What follows belongs to an exercise in optimizing a design on an open flow for small area and a short achievable clock period; a production flow would make more cautious choices. RTL that was checked went through simulation tests only; none was proved equivalent to the original. No activity file was given, so power comes from the tool's default toggle rates.

==> flow/design.v <==
package fpu_pkg;
	typedef logic [31:0] float_t;         
	typedef logic signed [31:0] word_t;   
	typedef logic [7:0] exp_t;            
	typedef logic [22:0] frac_t;          
	localparam exp_t EXP_BIAS = 8'd127;
	localparam exp_t EXP_SPECIAL = 8'd255;   
	localparam exp_t EXP_INT_MIN = 8'd150;   
	localparam exp_t EXP_FTOI_MAX = 8'd158;  
	typedef struct packed {
		logic [5:0] op1;  
		logic [4:0] fmt;  
		logic [5:0] op2;  
	} fpu_instr_t;
	localparam logic [5:0] OPC_COP1 = 6'b010001;
	localparam logic [4:0] FMT_S = 5'b10000;
	localparam logic [4:0] FMT_W_TO_S = 5'b00100;  
	localparam logic [4:0] FMT_S_TO_W = 5'b00000;  
	localparam logic [5:0] FN_ABS = 6'd5;
	localparam logic [5:0] FN_NEG = 6'd7;
	localparam logic [5:0] FN_FLOOR = 6'd15;
	localparam logic [5:0] FN_CVT = 6'd0;  
	typedef logic [2:0] op_code_t;
	localparam op_code_t OP_ABS = 3'd0;
	localparam op_code_t OP_NEG = 3'd1;
	localparam op_code_t OP_FLOOR = 3'd2;
	localparam op_code_t OP_FTOI = 3'd3;
	localparam op_code_t OP_ITOF = 3'd4;
	typedef struct packed {
		logic invalid;
		logic div0;     
		logic nan;
		logic ovf;
	} fpu_exc_t;
endpackage
`timescale 1ns/1ns
module fpu_decode (
	input logic [16:0] instr_w,
	output logic is_abs,
	output logic is_neg,
	output logic is_floor,
	output logic is_ftoi,
	output logic is_itof,
	output logic invalid
);
	logic cop1;
	logic fmt_s;
	logic cvt;
	assign cop1 = (instr_w[16:11] == 6'b010001);
	assign fmt_s = (instr_w[10:6] == 5'b10000);
	assign cvt = (instr_w[5:0] == 6'd0);
	assign is_abs = cop1 & fmt_s & (instr_w[5:0] == 6'd5);
	assign is_neg = cop1 & fmt_s & (instr_w[5:0] == 6'd7);
	assign is_floor = cop1 & fmt_s & (instr_w[5:0] == 6'd15);
	assign is_ftoi = cop1 & cvt & (instr_w[10:6] == 5'b00000);
	assign is_itof = cop1 & cvt & (instr_w[10:6] == 5'b00100);
	assign invalid = ~(is_abs | is_neg | is_floor | is_ftoi | is_itof);
endmodule
`timescale 1ns/1ns
module fp_floor (
	input logic [31:0] x,
	output logic [31:0] a,
	output logic cin,
	output logic [22:0] clr,     
	output logic tiny,           
	output logic neg_one         
);
	logic s;
	logic [7:0] e;
	logic [22:0] f;
	logic is_nan;
	logic big;
	logic [4:0] k;
	assign s = x[31];
	assign e = x[30:23];
	assign f = x[22:0];
	assign is_nan = (e == 8'hff) && (f != '0);
	assign tiny = (e < 8'd127);
	assign big = (e >= 8'd150);
	assign k = 5'(e - 8'd127);
	assign neg_one = s & (x[30:0] != '0);
	always_comb begin
		for (int i = 0; i < 23; i++) begin
			clr[i] = ~big & (5'(i) < 5'(5'd23 - k));
		end
	end
	assign cin = s & (|(f & clr));
	assign a = {s, e, f | clr | {is_nan, 22'd0}};
endmodule
`timescale 1ns/1ns
module fp_to_int (
	input logic [31:0] x,
	output logic [31:0] d,       
	output logic [4:0] r,        
	output logic in_range,       
	output logic min_int,        
	output logic ovf,
	output logic nan
);
	logic s;
	logic [7:0] e;
	logic [22:0] f;
	assign s = x[31];
	assign e = x[30:23];
	assign f = x[22:0];
	assign d = {1'b1, f, 8'd0};
	assign r = 5'(5'd29 - e[4:0]);   
	assign in_range = (e >= 8'd126) && (e <= 8'd157);
	assign nan = (e == 8'hff) && (f != '0);
	assign min_int = s && (e == 8'd158) && (f == '0);
	assign ovf = ((e > 8'd158) && !nan) || ((e == 8'd158) && !(s && (f == '0)));
endmodule
`timescale 1ns/1ns
module int_to_fp (
	input logic [31:0] x,
	input logic [31:0] n,        
	output logic [31:0] d,       
	output logic [4:0] lz,
	output logic [31:0] a,
	output logic cin
);
	logic s;
	logic [31:0] u;
	logic z;
	logic [4:0] lead;
	logic [7:0] e;
	assign s = x[31];
	assign u = x ^ {32{s}};
	assign z = (u == '0);
	always_comb begin
		for (int i = 0; i < 32; i++) begin
			d[i] = x[31 - i];
		end
	end
	always_comb begin
		lead = 5'd0;
		for (int i = 0; i < 32; i++) begin
			if (u[i]) begin
				lead = i[4:0];
			end
		end
	end
	assign lz = ~lead;
	assign e = z ? {1'b0, {6{s}}, 1'b0} : (8'd127 + {3'd0, lead});
	assign cin = s ? (n[7] | (n[8] & (&n[6:0])))
		: (n[7] & (n[8] | (|n[6:0])));
	assign a = {s, e, n[30:8]};
endmodule
`timescale 1ns/1ns
module fpu_result (
	input logic clk,
	input logic rst_n,
	input logic is_abs,
	input logic is_neg,
	input logic is_floor,
	input logic is_ftoi,
	input logic is_itof,
	input logic invalid,
	input logic [31:0] x1,
	input logic [31:0] x2,
	input logic [31:0] fl_a,
	input logic fl_cin,
	input logic [22:0] fl_clr,
	input logic fl_tiny,
	input logic fl_neg_one,
	input logic [31:0] ft_d,
	input logic [4:0] ft_r,
	input logic ft_in_range,
	input logic ft_min_int,
	input logic ft_ovf,
	input logic ft_nan,
	input logic [31:0] it_d,
	input logic [4:0] it_lz,
	output logic [31:0] it_n,
	input logic [31:0] it_a,
	input logic it_cin,
	output logic [31:0] y,
	output logic [3:0] exc
);
	logic sel_sgn;
	logic sel_fl;
	logic sel_ft;
	logic sel_it;
	logic fl_small;
	logic sh_s;
	logic [31:0] sh_d;
	logic [4:0] sh_r;
	logic [31:0] sh_o;
	logic [31:0] a;
	logic cin;
	logic [31:0] sum;
	logic [31:0] y_d;
	logic [3:0] exc_d;
	assign sh_s = is_itof ? x2[31] : x1[31];
	assign sh_d = (is_itof ? it_d : ft_d) ^ {32{sh_s}};
	assign sh_r = is_itof ? it_lz : ft_r;
	assign sh_o = 32'($signed({sh_s, sh_d}) >>> sh_r);
	always_comb begin
		for (int i = 0; i < 32; i++) begin
			it_n[i] = sh_o[31 - i];
		end
	end
	assign sel_sgn = rst_n & (is_abs | is_neg);
	assign sel_fl = rst_n & is_floor & ~fl_tiny;
	assign sel_ft = rst_n & is_ftoi & ft_in_range;
	assign sel_it = rst_n & is_itof;
	assign fl_small = rst_n & is_floor & fl_tiny;
	assign a = ({32{sel_sgn}} & {is_neg & ~x1[31], x1[30:0]})
		| ({32{sel_fl}} & fl_a)
		| ({32{sel_ft}} & {x1[31], sh_o[31:1]})
		| ({32{sel_it}} & it_a);
	assign cin = (sel_fl & fl_cin) | (sel_ft & sh_o[0]) | (sel_it & it_cin);
	assign sum = a + {31'd0, cin};
	assign y_d = (sum & ~{9'd0, {23{sel_fl}} & fl_clr})
		| {(fl_small & x1[31]) | (rst_n & is_ftoi & ft_min_int), 1'b0, {7{fl_small & fl_neg_one}}, 23'd0};
	assign exc_d = {rst_n & invalid, 1'b0, rst_n & is_ftoi & ft_nan, rst_n & is_ftoi & ft_ovf};
	always_ff @(posedge clk) begin
		y <= y_d;
		exc <= exc_d;
	end
endmodule
`timescale 1ns/1ns
module fpu_unit (
	input logic clk,
	input logic rst_n,
	input logic [16:0] instr,
	input logic [31:0] x1,    
	input logic signed [31:0] x2,     
	output logic [31:0] y,
	output logic [3:0] exc
);
	logic is_abs, is_neg, is_floor, is_ftoi, is_itof, invalid;
	logic [31:0] fl_a;
	logic fl_cin;
	logic [22:0] fl_clr;
	logic fl_tiny;
	logic fl_neg_one;
	logic [31:0] ft_d;
	logic [4:0] ft_r;
	logic ft_in_range;
	logic ft_min_int;
	logic ft_ovf;
	logic ft_nan;
	logic [31:0] it_d;
	logic [4:0] it_lz;
	logic [31:0] it_n;
	logic [31:0] it_a;
	logic it_cin;
	fpu_decode fpu_decode_i (
		.instr_w  (instr),
		.is_abs   (is_abs),
		.is_neg   (is_neg),
		.is_floor (is_floor),
		.is_ftoi  (is_ftoi),
		.is_itof  (is_itof),
		.invalid  (invalid)
	);
	fp_floor fp_floor_i (
		.x       (x1),
		.a       (fl_a),
		.cin     (fl_cin),
		.clr     (fl_clr),
		.tiny    (fl_tiny),
		.neg_one (fl_neg_one)
	);
	fp_to_int fp_to_int_i (
		.x        (x1),
		.d        (ft_d),
		.r        (ft_r),
		.in_range (ft_in_range),
		.min_int  (ft_min_int),
		.ovf      (ft_ovf),
		.nan      (ft_nan)
	);
	int_to_fp int_to_fp_i (
		.x   (x2),
		.n   (it_n),
		.d   (it_d),
		.lz  (it_lz),
		.a   (it_a),
		.cin (it_cin)
	);
	fpu_result fpu_result_i (
		.clk         (clk),
		.rst_n       (rst_n),
		.is_abs      (is_abs),
		.is_neg      (is_neg),
		.is_floor    (is_floor),
		.is_ftoi     (is_ftoi),
		.is_itof     (is_itof),
		.invalid     (invalid),
		.x1          (x1),
		.x2          (x2),
		.fl_a        (fl_a),
		.fl_cin      (fl_cin),
		.fl_clr      (fl_clr),
		.fl_tiny     (fl_tiny),
		.fl_neg_one  (fl_neg_one),
		.ft_d        (ft_d),
		.ft_r        (ft_r),
		.ft_in_range (ft_in_range),
		.ft_min_int  (ft_min_int),
		.ft_ovf      (ft_ovf),
		.ft_nan      (ft_nan),
		.it_d        (it_d),
		.it_lz       (it_lz),
		.it_n        (it_n),
		.it_a        (it_a),
		.it_cin      (it_cin),
		.y           (y),
		.exc         (exc)
	);
endmodule
==> flow/config.mk <==
export PLATFORM = sky130hd
export DESIGN_NAME = fpu_unit
export DESIGN_NICKNAME = fpu_unit
export VERILOG_FILES = /design/flow/design.v
export SDC_FILE = /design/flow/constraint.sdc
export NUM_CORES = 4
export LEC_CHECK = 0
export ABC_AREA = 1
export CAP_MARGIN = 20
export CORE_MARGIN = 2
export CORE_UTILIZATION = 40
export SLEW_MARGIN = 20
==> flow/constraint.sdc <==
create_clock -name core_clock -period 8.0 [get_ports {clk}]
set_input_delay 1.6000 -clock core_clock [delete_from_list [all_inputs] [get_ports {clk}]]
set_output_delay 1.6000 -clock core_clock [all_outputs]
set_load 0.01 [all_outputs]
standard.sh (not shown) runs the stock make flow with config.mk's settings and CLKGATE_MAP_FILE= SYNTH_SCRIPT=/design/flow/synth_recipe.tcl, a recipe that flattens the netlist after the stock synthesis.
==> flow/flow/run.sh <==
#!/bin/bash
# standard layout, with plain buffers on the ports instead of delay buffers
set -euo pipefail
export BUFFER_PORTS_ARGS="-buffer_cell sky130_fd_sc_hd__buf_1"
bash standard.sh finish > standard.log 2>&1
The baseline completed without violations.
Change:
==> flow/run.sh (new file) <==
#!/bin/bash
# synth_recipe.tcl (not shown) runs the flow's synth.tcl, then flattens the netlist and writes it again
# the make line also repeats each setting of config.mk as NAME=value (left out here)
make -C /OpenROAD-flow-scripts/flow DESIGN_CONFIG=/design/flow/config.mk WORK_HOME=/design/flow/orfs CLKGATE_MAP_FILE= SYNTH_SCRIPT=/design/flow/synth_recipe.tcl finish
removed: flow/flow/run.sh
removed: flow/standard.sh
The changed run went through all stages and came out clean.
Clock power came out lower by roughly a tenth.
Total power came out higher slightly.
Design area came out higher by roughly a tenth.
Worst hold slack improves by 370 ps.
Utilization came out higher by 4.1 points.
Non-clock buffer count came out higher by 2.
No run of this note included a check of the RTL's function; only the layout flow was run.


Another version of the RTL of fpu_unit (not shown whole).
Size: roughly 1300 cells after synthesis, roughly 36 flip-flops, ~120 I/O pins, roughly 6900 um^2 of cells after synthesis.
Settings: LEC_CHECK=0, ABC_AREA=1, CAP_MARGIN=20, CORE_MARGIN=2, CORE_UTILIZATION=35, CTS_BUF_LIST=sky130_fd_sc_hd__clkbuf_8, PLACE_DENSITY=0.75, SETUP_SLACK_MARGIN=3.6, SLEW_MARGIN=20; clock period 8.0 ns.
==> flow/flow/run.sh <==
#!/bin/bash
# standard layout, with plain buffers on the ports instead of delay buffers
set -euo pipefail
export BUFFER_PORTS_ARGS="-buffer_cell sky130_fd_sc_hd__buf_1"
bash standard.sh finish > standard.log 2>&1
==> next run, changes <==
--- a/flow/config.mk
+++ b/flow/config.mk
@@ -10,6 +10,5 @@
 export CORE_MARGIN = 2
-export CORE_UTILIZATION = 35
+export CORE_UTILIZATION = 40
 export CTS_BUF_LIST = sky130_fd_sc_hd__clkbuf_8
-export PLACE_DENSITY = 0.75
-export SETUP_SLACK_MARGIN = 3.6
+export SETUP_SLACK_MARGIN = 3.9
 export SLEW_MARGIN = 20
Effect:
- The new run finished clean
- total power came out lower by about 1.1%
- maximum frequency came out higher by about 6%
- wire length came out higher by about 4%
- cell count came out lower by 0.99%
- die area came out lower by about 12%
- combinational power came out higher by 6.4%
- synthesized area stays the same
- critical path depth came out higher by 5
==> next run, changes <==
==> flow/flow/run.sh (replaced) <==
#!/bin/bash
# standard layout with two changes: plain buffers on the ports instead of
# delay buffers, and a power recovery (gate downsizing) after the global-route
# timing repair that keeps the setup margin
set -euo pipefail
W=$PWD
export BUFFER_PORTS_ARGS="-buffer_cell sky130_fd_sc_hd__buf_1"
export RECOVER_POWER=100
export PRE_GLOBAL_ROUTE_TCL=$W/flow/pre_grt.tcl
bash standard.sh finish > standard.log 2>&1
==> flow/flow/pre_grt.tcl (new file) <==
# power recovery after the global-route timing repair, held to the same
# setup margin as the repair itself, so it only downsizes gates that keep
# every path within the margin
proc recover_power_helper { } {
  if { $::env(RECOVER_POWER) == 0 } {
    return
  }
  set args [list -recover_power $::env(RECOVER_POWER) -verbose]
  if { [env_var_exists_and_non_empty SETUP_SLACK_MARGIN] } {
    lappend args -setup_margin $::env(SETUP_SLACK_MARGIN) -slack_margin $::env(SETUP_SLACK_MARGIN)
  }
  report_wns
  log_cmd repair_timing {*}$args
  report_wns
}
--- a/flow/config.mk
+++ b/flow/config.mk
@@ -12,3 +12,3 @@
 export CTS_BUF_LIST = sky130_fd_sc_hd__clkbuf_8
-export SETUP_SLACK_MARGIN = 3.9
+export SETUP_SLACK_MARGIN = 3.6
 export SLEW_MARGIN = 20
What happened: The new run finished clean; non-clock buffer count falls by 25; clock power is about the same; combinational power falls by about 9%; maximum frequency falls by about 30%; worst hold slack hardly moves; cell area falls by 8.1%; wire length falls by about 6%; setup slack got worse by 1.8 ns; via count falls by about 4%; die area does not change.
==> next run, changes <==
==> flow/flow/run.sh (replaced) <==
#!/bin/bash
# standard layout, with plain buffers on the ports instead of delay buffers
set -euo pipefail
export BUFFER_PORTS_ARGS="-buffer_cell sky130_fd_sc_hd__buf_1"
bash standard.sh finish > standard.log 2>&1
--- a/flow/config.mk
+++ b/flow/config.mk
@@ -10,5 +10,5 @@
 export CORE_MARGIN = 2
-export CORE_UTILIZATION = 40
+export CORE_UTILIZATION = 35
 export CTS_BUF_LIST = sky130_fd_sc_hd__clkbuf_8
-export SETUP_SLACK_MARGIN = 3.6
+export SETUP_SLACK_MARGIN = 3.75
 export SLEW_MARGIN = 20
removed: flow/flow/pre_grt.tcl
Effect: The new run finished with timing, DRC and antenna clean. Via count grows by about 3%. Synthesized area is unchanged. Critical path depth goes down by 7. Combinational power increases by about 6%.
==> next run, changes <==
--- a/flow/config.mk
+++ b/flow/config.mk
@@ -10,5 +10,4 @@
 export CORE_MARGIN = 2
-export CORE_UTILIZATION = 35
-export CTS_BUF_LIST = sky130_fd_sc_hd__clkbuf_8
-export SETUP_SLACK_MARGIN = 3.75
+export CORE_UTILIZATION = 40
+export SETUP_SLACK_MARGIN = 3.6
 export SLEW_MARGIN = 20
After rerunning: Non-clock buffer count shrinks by 20; combinational power shrinks by a few percent; critical path depth grows by 2.


fpu_unit, a different RTL version from the one above (not shown whole).
Size: about 1200 cells after synthesis, about 36 flip-flops, about 120 I/O pins, ~6700 sq um of cells after synthesis.
Design fpu_unit, start of the top module:
module fpu_unit (
	input logic clk,
	input logic rst_n,
	input logic [16:0] instr,
	input logic [31:0] x1,    
	input logic signed [31:0] x2,     
	output logic [31:0] y,
	output logic [3:0] exc
);
clock: 8.0 ns
lec_check: 0
abc_area: 1
cap_margin: 20
core_margin: 2
core_utilization: 65
setup_slack_margin: 3.3
slew_margin: 20
==> flow/flow/run.sh <==
#!/bin/bash
# standard layout, with plain buffers on the ports instead of delay buffers
set -euo pipefail
export BUFFER_PORTS_ARGS="-buffer_cell sky130_fd_sc_hd__buf_1"
bash standard.sh finish > standard.log 2>&1
Change:
--- a/flow/config.mk
+++ b/flow/config.mk
@@ -10,4 +10,4 @@
 export CORE_MARGIN = 2
-export CORE_UTILIZATION = 65
-export SETUP_SLACK_MARGIN = 3.3
+export CORE_UTILIZATION = 40
+export SETUP_SLACK_MARGIN = 3.6
 export SLEW_MARGIN = 20
The changed run passed the timing, DRC and antenna checks.
Sequential cell count stays the same.
Worst setup slack gets better by 0.20 ns.
First-iteration DRC count drops by 25%.
Die area climbs by about 60%.
Global-route usage drops by 12 points.
Power climbs by 10%.
Cell area climbs by 10%.
Final cell count climbs by 8.5%.
Count of clock-buffer cells in the layout drops by 1.
Sequential power stays flat.
Change:
==> flow/flow/run.sh (replaced) <==
#!/bin/bash
# standard layout, with plain buffers on the ports instead of delay buffers
set -euo pipefail
export BUFFER_PORTS_ARGS="-buffer_cell sky130_fd_sc_hd__buf_2"
bash standard.sh finish > standard.log 2>&1
--- a/flow/config.mk
+++ b/flow/config.mk
@@ -10,4 +10,4 @@
 export CORE_MARGIN = 2
-export CORE_UTILIZATION = 40
-export SETUP_SLACK_MARGIN = 3.6
+export CORE_UTILIZATION = 60
+export SETUP_SLACK_MARGIN = 3.3
 export SLEW_MARGIN = 20
- clock-buffer cell count climbs by 1
- global-route usage rises by 11 points
- first-iteration DRC count came out higher by 30%
- synthesized cell count is unchanged
- routed wire length decreases by 11%
- setup slack degrades by 0.24 ns
- cell count falls by 7.8%
- sequential power hardly moves
Change:
==> flow/flow/run.sh (replaced) <==
#!/bin/bash
# standard layout, with plain buffers on the ports instead of delay buffers
set -euo pipefail
export BUFFER_PORTS_ARGS="-buffer_cell sky130_fd_sc_hd__buf_1"
bash standard.sh finish > standard.log 2>&1
--- a/flow/config.mk
+++ b/flow/config.mk
@@ -10,3 +10,3 @@
 export CORE_MARGIN = 2
-export CORE_UTILIZATION = 60
+export CORE_UTILIZATION = 40
 export SETUP_SLACK_MARGIN = 3.3
Effect:
- worst setup slack got worse by 0.011 ns
- core utilization falls by 23 points
- global-route usage drops by 11 points
- routed wire length went up by 6.6%
- area after synthesis is unchanged
- sequential share of layout area hardly moves
- synthesized cell count does not change
- power increases by 3.7%
- hold slack got worse by 0.0054 ns
- fmax hardly moves
Function was not checked in any run of this note: the RTL went through the layout flow alone.

afterwards: timing with drivers on the ports:
How much do the figures lean on ideal ports? The routed layouts below were timed once more, with nothing changed but the port constraints.
Step 1 (the two cells are an assumption about what drives the block):
set clk [get_ports {clk}]
set_driving_cell -lib_cell sky130_fd_sc_hd__clkbuf_16 $clk
set_driving_cell -lib_cell sky130_fd_sc_hd__buf_2 [delete_from_list [all_inputs] $clk]
Step 2, shift: input delay + t, output delay - t, t = (earliest + latest rising clock arrival at the registers) / 2. This alone moves slack from input paths to output paths.
a / b / c = no drivers / after step 1 / after step 2; a / b = the first two.
run	t (ns)	slack for setup (ns)	worst setup path after step 2	worst slew at a driven data input, ns	cell pins on the clock port's net
the first run of note 1	0.320	0.825 / 0.833 / 0.513	input to register	0.04	1
the second run of note 1	0.324	0.987 / 0.997 / 0.673	input to register	0.04	1
the first run of note 2	0.341	3.806 / 3.772 / 3.498	input to register	0.05	1
the second run of note 2	0.334	4.031 / 4.017 / 3.692	input to register	0.09	1
the third run of note 2	0.336	2.254 / 2.269 / 1.933	input to register	0.05	1
the fourth run of note 2	0.334	3.860 / 3.871 / 3.538	input to register	0.08	1
the fifth run of note 2	0.324	3.725 / 3.741 / 3.417	input to register	0.05	1
the first run of note 3	0.312	3.463 / 3.466 / 3.154	input to register	0.05	1
the second run of note 3	0.319	3.665 / 3.618 / 3.300	input to register	0.11	1
the third run of note 3	0.305	3.427 / 3.428 / 3.123	input to register	0.04	1
the fourth run of note 3	0.320	3.416 / 3.393 / 3.074	input to register	0.06	1
After both steps setup and hold are still met in every run listed. For the second run of note 3, which loses most, drivers alone change the setup slack by -0.047 ns; drivers and shift together by -0.365 ns.
